Context: an optimization exercise on an open-source flow, tuned for small area and a short achievable clock period. The choices shown serve that exercise and are no tape-out recipe.
The RTL of this run was laid out without a check of its function.
No activity file was given, so power comes from the tool's default toggle rates.

**design/flow/flow/run.sh**
```bash
#!/bin/bash
# Standard layout, with the port buffers made of buf_1 cells instead of the
# delay buffers buffer_ports picks by default.
export BUFFER_PORTS_ARGS="-buffer_cell sky130_fd_sc_hd__buf_1"
bash standard.sh > standard.log 2>&1
```
**design/flow/standard.sh**
```bash
#!/bin/bash
# synth_recipe.tcl (not shown) runs the flow's synth.tcl, then flattens the netlist and writes it again
# the make line also repeats each setting of config.mk as NAME=value (left out here)
make -C /OpenROAD-flow-scripts/flow DESIGN_CONFIG=/design/flow/config.mk WORK_HOME=/design/flow/orfs CLKGATE_MAP_FILE= SYNTH_SCRIPT=/design/flow/synth_recipe.tcl "${@:-finish}"
```
**design/flow/config.mk**
```make
export PLATFORM = sky130hd
export DESIGN_NAME = matrix_ctrl
export DESIGN_NICKNAME = matrix_ctrl
export VERILOG_FILES = /design/flow/design.v
export SDC_FILE = /design/flow/constraint.sdc
export NUM_CORES = 4
export LEC_CHECK = 0
export CAP_MARGIN = 20
export CORE_MARGIN = 2
export CORE_UTILIZATION = 40
export PLACE_DENSITY = 0.6
export SETUP_SLACK_MARGIN = 0.0
export SLEW_MARGIN = 20
```
**design/flow/constraint.sdc**
```tcl
create_clock -name core_clock -period 3.5 [get_ports {clk}]
set_input_delay 0.7000 -clock core_clock [delete_from_list [all_inputs] [get_ports {clk}]]
set_output_delay 0.7000 -clock core_clock [all_outputs]
set_load 0.01 [all_outputs]
```
**design/flow/design.v**
```verilog
package mcu_pkg;
    typedef logic [28-1:0]       inst_t;
    typedef logic [12-1:0]       addr_t;
    typedef logic [(12 + 2)-1:0]        ptr_t;
    typedef logic [64-1:0]       data_t;
    typedef logic [6-1:0] upc_t;
    typedef logic [14-1:0]      uinst_t;
    typedef logic [11-1:0]       loop_t;
    typedef enum logic [1:0] {
        ST_IDLE,
        ST_FETCH,
        ST_DECODE,
        ST_EXEC
    } ctrl_state_t;
endpackage
module matrix_ctrl (
    input  logic            clk,
    input  logic            rstn,
    input  mcu_pkg::inst_t  inst,
    input  logic            inst_valid,
    input  mcu_pkg::data_t  mem_rd_data_0,
    input  mcu_pkg::data_t  mem_rd_data_1,
    input  mcu_pkg::data_t  mem_rd_data_2,
    input  mcu_pkg::data_t  mem_rd_data_3,
    output mcu_pkg::addr_t  mem_addr_0,
    output mcu_pkg::addr_t  mem_addr_1,
    output mcu_pkg::addr_t  mem_addr_2,
    output mcu_pkg::addr_t  mem_addr_3,
    output logic            mem_wr_en_0,
    output logic            mem_wr_en_1,
    output logic            mem_wr_en_2,
    output logic            mem_wr_en_3,
    output mcu_pkg::data_t  a_data,
    output mcu_pkg::data_t  b_data,
    output mcu_pkg::data_t  c_data,
    output logic            macs_en,
    output logic            macs_signal,
    output logic            finish
);
    localparam logic [3:0] S_IDLE  = 4'd0,
                           S_FETCH = 4'd1,
                           S_D0    = 4'd2,
                           S_D1    = 4'd3,
                           S_D2    = 4'd4,
                           S_D3    = 4'd5,
                           S_D4    = 4'd6,
                           S_D5    = 4'd7,
                           S_E0    = 4'd8,
                           S_MARK0 = 4'd9,
                           S_MARK1 = 4'd10,
                           S_MAC0  = 4'd11,
                           S_MAC1  = 4'd12,
                           S_WEN   = 4'd13,
                           S_DONE  = 4'd14;
    logic [3:0]  state, next_state;
    logic [11:0] a_q, b_q, c_q;           
    logic [3:0]  a_oh, b_oh, c_oh;        
    logic [13:0] s1, s2, s3;              
    logic [11:0] idx;                     
    logic [10:0] cnt;                     
    logic        msig;
    logic        ten;                     
    logic        mac_q, wen_q, done_q;    
    wire st_fetch = (state == S_FETCH);
    wire st_d0    = (state == S_D0);
    wire st_d1    = (state == S_D1);
    wire st_d2    = (state == S_D2);
    wire st_d3    = (state == S_D3);
    wire st_d5    = (state == S_D5);
    wire st_idle  = (state == S_IDLE);
    wire st_mac   = mac_q;
    wire st_wen   = wen_q;
    wire last     = (cnt == 11'd1);
    always_comb begin
        case (state)
            S_IDLE:  next_state = S_FETCH;
            S_FETCH: next_state = inst_valid ? S_D0 : S_FETCH;
            S_D0:    next_state = S_D1;
            S_D1:    next_state = S_D2;
            S_D2:    next_state = S_D3;
            S_D3:    next_state = S_D4;
            S_D4:    next_state = S_D5;
            S_D5:    next_state = S_E0;
            S_E0:    next_state = cnt[10] ? S_DONE : S_MARK0;
            S_MARK0: next_state = S_MARK1;
            S_MARK1: next_state = S_MAC0;
            S_MAC0:  next_state = S_MAC1;
            S_MAC1:  next_state = S_WEN;
            S_WEN:   next_state = last ? S_DONE : S_MARK1;
            default: next_state = S_IDLE;
        endcase
    end
    always_ff @(posedge clk or negedge rstn) begin
        if (!rstn) begin
            state <= S_IDLE;
            msig  <= 1'b0;
            ten   <= 1'b0;
            mac_q <= 1'b0;
            wen_q <= 1'b0;
            done_q <= 1'b0;
            a_q   <= '0;
            b_q   <= '0;
            c_q   <= '0;
            a_oh  <= 4'b0001;
            b_oh  <= 4'b0001;
            c_oh  <= 4'b0001;
        end else begin
            state <= next_state;
            ten   <= st_d0 | st_d1 | st_d2;
            mac_q <= (next_state == S_MAC0) | (next_state == S_MAC1);
            wen_q <= (next_state == S_WEN);
            done_q <= (next_state == S_DONE);
            if (st_idle) msig <= 1'b0;
            else if (st_fetch && inst_valid) msig <= (inst[27:25] == 3'b100) & inst[12];
            if (st_d5) begin
                a_q  <= s3[11:0];
                b_q  <= s2[11:0];
                c_q  <= s1[11:0];
                a_oh <= 4'b0001 << s3[13:12];
                b_oh <= 4'b0001 << s2[13:12];
                c_oh <= 4'b0001 << s1[13:12];
            end else begin
                if (st_mac) begin
                    a_q <= a_q + 1'b1;
                    b_q <= b_q + 1'b1;
                end
                if (st_wen) c_q <= c_q + 1'b1;
            end
        end
    end
    always_ff @(posedge clk) begin
        s1 <= mem_rd_data_0[13:0];
        s2 <= s1;
        s3 <= s2;
        if (st_fetch) idx <= inst[24:13];
        else if (ten) idx <= {idx[7:0], 4'd0};    
        if (st_fetch) begin
            cnt    <= {inst[27:25] != 3'b100, 4'd0, inst[11:6]};
        end else if (st_wen) begin
            cnt <= cnt - 1'b1;
        end
    end
    assign macs_signal = msig & ~st_d0;    
    assign macs_en     = st_mac;
    assign finish      = done_q;
    wire [3:0] a_n = ~a_oh;
    wire [3:0] b_n = ~b_oh;
    wire [3:0] c_n = ~c_oh;
    assign mem_wr_en_0 = st_wen & c_oh[1];
    assign mem_wr_en_1 = st_wen & c_oh[0];
    assign mem_wr_en_2 = st_wen & c_oh[3];
    assign mem_wr_en_3 = st_wen & c_oh[2];
    wire c_lo = c_oh[0] | c_oh[1];
    logic [3:0] sel_c, sel_b, sel_a;
    always_comb begin
        for (int p = 0; p < 4; p++) begin
            sel_c[p] = (p < 2) ? c_lo : ~c_lo;
            sel_b[p] = ~sel_c[p] & b_oh[p];
            sel_a[p] = ~sel_c[p] & ~b_oh[p] & a_oh[p];
        end
    end
    wire [3:0] gate0 = {3'b111, ~ten};
    logic [11:0] port_addr [4];
    always_comb begin
        for (int p = 0; p < 4; p++)
            port_addr[p] = ({12{sel_c[p] & gate0[p]}} & c_q) |
                           ({12{sel_b[p] & gate0[p]}} & b_q) |
                           ({12{sel_a[p] & gate0[p]}} & a_q);
    end
    assign mem_addr_0 = port_addr[0] | {8'd0, {4{ten}} & idx[11:8]};
    assign mem_addr_1 = port_addr[1];
    assign mem_addr_2 = port_addr[2];
    assign mem_addr_3 = port_addr[3];
    assign a_data = (mem_rd_data_0 | {64{a_n[0]}}) & (mem_rd_data_1 | {64{a_n[1]}}) &
                    (mem_rd_data_2 | {64{a_n[2]}}) & (mem_rd_data_3 | {64{a_n[3]}});
    assign b_data = (mem_rd_data_0 | {64{b_n[0]}}) & (mem_rd_data_1 | {64{b_n[1]}}) &
                    (mem_rd_data_2 | {64{b_n[2]}}) & (mem_rd_data_3 | {64{b_n[3]}});
    assign c_data = (mem_rd_data_0 | {64{c_n[0]}}) & (mem_rd_data_1 | {64{c_n[1]}}) &
                    (mem_rd_data_2 | {64{c_n[2]}}) & (mem_rd_data_3 | {64{c_n[3]}});
endmodule
```
==> results.json <==
{
  "antenna_found_initial": 44,
  "antenna_left": 0,
  "ys_seq_elements": 122,
  "peakVddDrop_mv": 0.602,
  "skew_ns": 0.00911,
  "post_cts_resized": 0,
  "syn_area_um2": 9720,
  "synthCells": 1284,
  "seq_area_frac_synth_pct": 30.0,
  "crit_family": "buffers and inverters",
  "synth_top_area_share_pct": 17.3,
  "holdWs_ns": 0.352,
  "crit_path_max_incr_delay_ns": 0.64,
  "numPortBuffers": 527,
  "drc": 0,
  "synth_cell_type_count": 51,
  "via_count": 13400,
  "core_um2": 24100,
  "die_h_um": 160,
  "cts_root_buf": "clkbuf_16",
  "synth_edf_count": 19,
  "maxSlewViolCount": 0,
  "cap_violations": 0,
  "yosys-top-cells-area": "a221oi_1 17%, dfrtp_1 14%, o22ai_1 12%",
  "clockBufferDepth": 2,
  "path_cells": "inv_2, o22ai_1, a221oi_1, buf_1",
  "hpwl_um": 39500,
  "p_per_area_nw_per_um2": 1150,
  "fill_cells": 2589,
  "grt_setup_unrepaired": "no",
  "setup_slack_ns": 0.299,
  "hold_class": "reg -> reg",
  "dpl_cell_area_um2": 11900,
  "yosys-top-cells-count": "194 x o22ai_1, 192 x a221oi_1, 145 x inv_1, 103 x a21oi_1, 99 x nand2_1",
  "setup_tns_ns": 0,
  "postLayoutCoreUtil_pct": 52.3,
  "die_x_um": 160,
  "grtUsageTotal_pct": 40.0,
  "stdcell_area_um2": 12600,
  "tightest_slew_ns": 1.09,
  "cp-end-kind": "primary output",
  "drive_gt1_share_pct": 5.02,
  "setup_viol": 0,
  "htree_levels": 4,
  "grt_pass1_wl_um": 77200,
  "cts.clk_slew.worst_paths_ns": 0.06,
  "initial_core_util_pct": 40.3,
  "wl_per_cell_um": 25.7,
  "synth_top_area_cell": "a221oi_1",
  "yosysMostFrequentCell": "o22ai_1",
  "worstSkewPairLatency_ns": 0.42,
  "p_leak_nw": 4.70,
  "globalplace.congestion": 0.913,
  "max_freq_mhz": 312,
  "drt_iter0_markers": 1862,
  "cts_made_buffers": 17,
  "max_slew_margin_pct": 27.3,
  "synth.avg_cell_area_um2": 7.57,
  "cp.arrival_ns": 2.50,
  "vias_per_cell": 6.38,
  "total_power_mw": 14.5,
  "cts_tree": "done",
  "finalWirelength_um": 53900,
  "ctsHoldBuffers": 0,
  "die-area_um2": 25600,
  "path_buf_inv": 2,
  "final_nets": 2011,
  "cp_max_fo": 39,
  "grt_pass1_vias": 12400,
  "firstDrtPassIters": 8,
  "layout_min_cycle_time_ns": 3.20,
  "final_hold_viol_count": 0,
  "overflow": 0,
  "place_inst": 2023,
  "cts.sinks": 122,
  "syn_nets": 1576,
  "slowest_stage": "inv_2",
  "stdcell_count": 2096,
  "syn2layout_area_growth_pct": 29.6,
  "rows": 57,
  "post-cts-setup-buffers": 0,
  "pre_cts_ws_ns": 0.830,
  "grt_max_degree": 65,
  "fin_crit_sh_pct": 91.5,
  "ys_async_sr_fraction_pct": 46.7,
  "cp_data_required_time_ns": 2.80,
  "worst-setup-path-type": "reg -> out",
  "yosys_warnings": 2,
  "start_kind": "flip-flop",
  "status": "no timing/DRC/antenna violations",
  "num_io_pins": 534,
  "yosys_most_used_dff": "dfrtp_1"
}
==> cell families (layout without fill, tap and decap cells) <==
kind of cell               count (synthesis)  in the layout  share of synthesized area (%)
and+or+nand+nor                          287            287                           14.6
DFF                                      122            122                           30.0
muxes                                      3              3                          0.309
other                                      0             40                              0
AOI/OAI and AO/OA                        540            540                           38.7
xor gates and xnor gates                  42             42                           3.78
adders and majority gates                  5              5                          0.643
buffers and inverters                    285            733                           11.9
==> flip-flops by register name, summed over array words and instances (netlist names), 4 cells and up <==
name,cells
idx,12
cnt,11
a_q,12
c_q,12
a_oh,4
b_q,12
c_oh,4
s2,14
state,4
b_oh,4
s3,14
s1,14
==> layer usage <==
layer  part of all wire, %  wire [um]  track usage, %  vias to the layer above
met5                 0.052         28               0                        -
met1                    34      18400            44.1                     6251
li1                      -          -               -                     5823
met3                   9.8       5290            8.47                      215
met2                    49      26200            65.5                     1078
met4                   7.4       3970            35.0                        4
==> where the power goes <==
group          total, mW  internal (mW)  switching [mW]  leakage, nW
combinational       9.50           3.36            6.14         3.16
sequential          3.18           1.97            1.21         1.23
clock               1.87           1.23           0.636        0.311
total               14.5           6.56            7.99         4.70
==> placed cells by master (no fill, tap or decap), drive strengths merged, types with 2 or more instances in the layout <==
cell,count
dfstp,3
nor2,95
and3,21
dfrtp,54
dfxtp,46
a21oi,106
nor2b,3
nor4,6
xor2,24
and2,4
nor3b,2
a21o,3
clkbuf,29
diode,40
o31ai,7
buf,554
nor4bb,3
nand4b,3
ha,5
nand4,11
a221o,4
o21ai,24
inv,146
a211oi,2
a221oi,192
mux2i,3
nand2b,7
clkinv,2
and4,2
xnor2,18
edfxtp,19
a222oi,6
nand2,99
nand3,20
o22ai,194
nor3,8
bufinv,2
==> final timing paths <==
path	startpoint	end	slack [ns]	cells past startpoint
worst max-delay path	c_oh[0]	c_data[36]	0.30	4
worst min-delay path	s2[6]	s3[6]	0.35	0
worst max register to register	state[1]	idx[5]	1.24	3
worst min register to register	s2[6]	s3[6]	0.35	0
max in group asynchronous	rstn	b_q[5]	2.33	2
min in group asynchronous	rstn	c_q[4]	0.41	1
==> worst register-to-register path, cell delays in order (launching register included) <==
cell and delay, ns:
dfrtp_1 0.56, nor3_4 0.40, nand2_1 0.36, nand2b_1 0.56
==> layout make-up <==
| cell class | count | area, um^2 | area share (%) |
|---|---|---|---|
| clock buffers | 28 | 559 | 4.44 |
| clock inverters | 4 | 73.8 | 0.586 |
| inverters | 146 | 548 | 4.35 |
| multi-input cells | 877 | 5640 | 44.8 |
| well taps | 324 | 405 | 3.22 |
| flip-flops and latches | 122 | 2930 | 23.3 |
| diodes | 40 | 100 | 0.794 |
| repair buffers | 555 | 2340 | 18.6 |

## what the ideal ports hide
In the flow no input, the clock included, has a driving cell. The finished layout below was timed again as built, in two steps. Step 1: set_driving_cell puts a clkbuf_16 on clk and a buf_2 on each other input, an assumption about the parent block. Step 2 moves the port delays by t, midway between the first and last clock arrival at a register: inputs arrive t later, outputs are due t later. That takes back most of the time a late clock gives input paths. Three values: ideal ports, drivers, drivers and shift; two values: the first two.
t (ns): 0.467
setup WS [ns]: 0.299 / 0.249 / 0.716
clock arrival spread, ns: 0.010 / 0.010
worst register clock-pin slew, ns: 0.06 / 0.06
After both steps setup and hold are still met in this run. For this run, drivers alone change the setup slack by -0.050 ns; drivers and shift together by +0.417 ns.
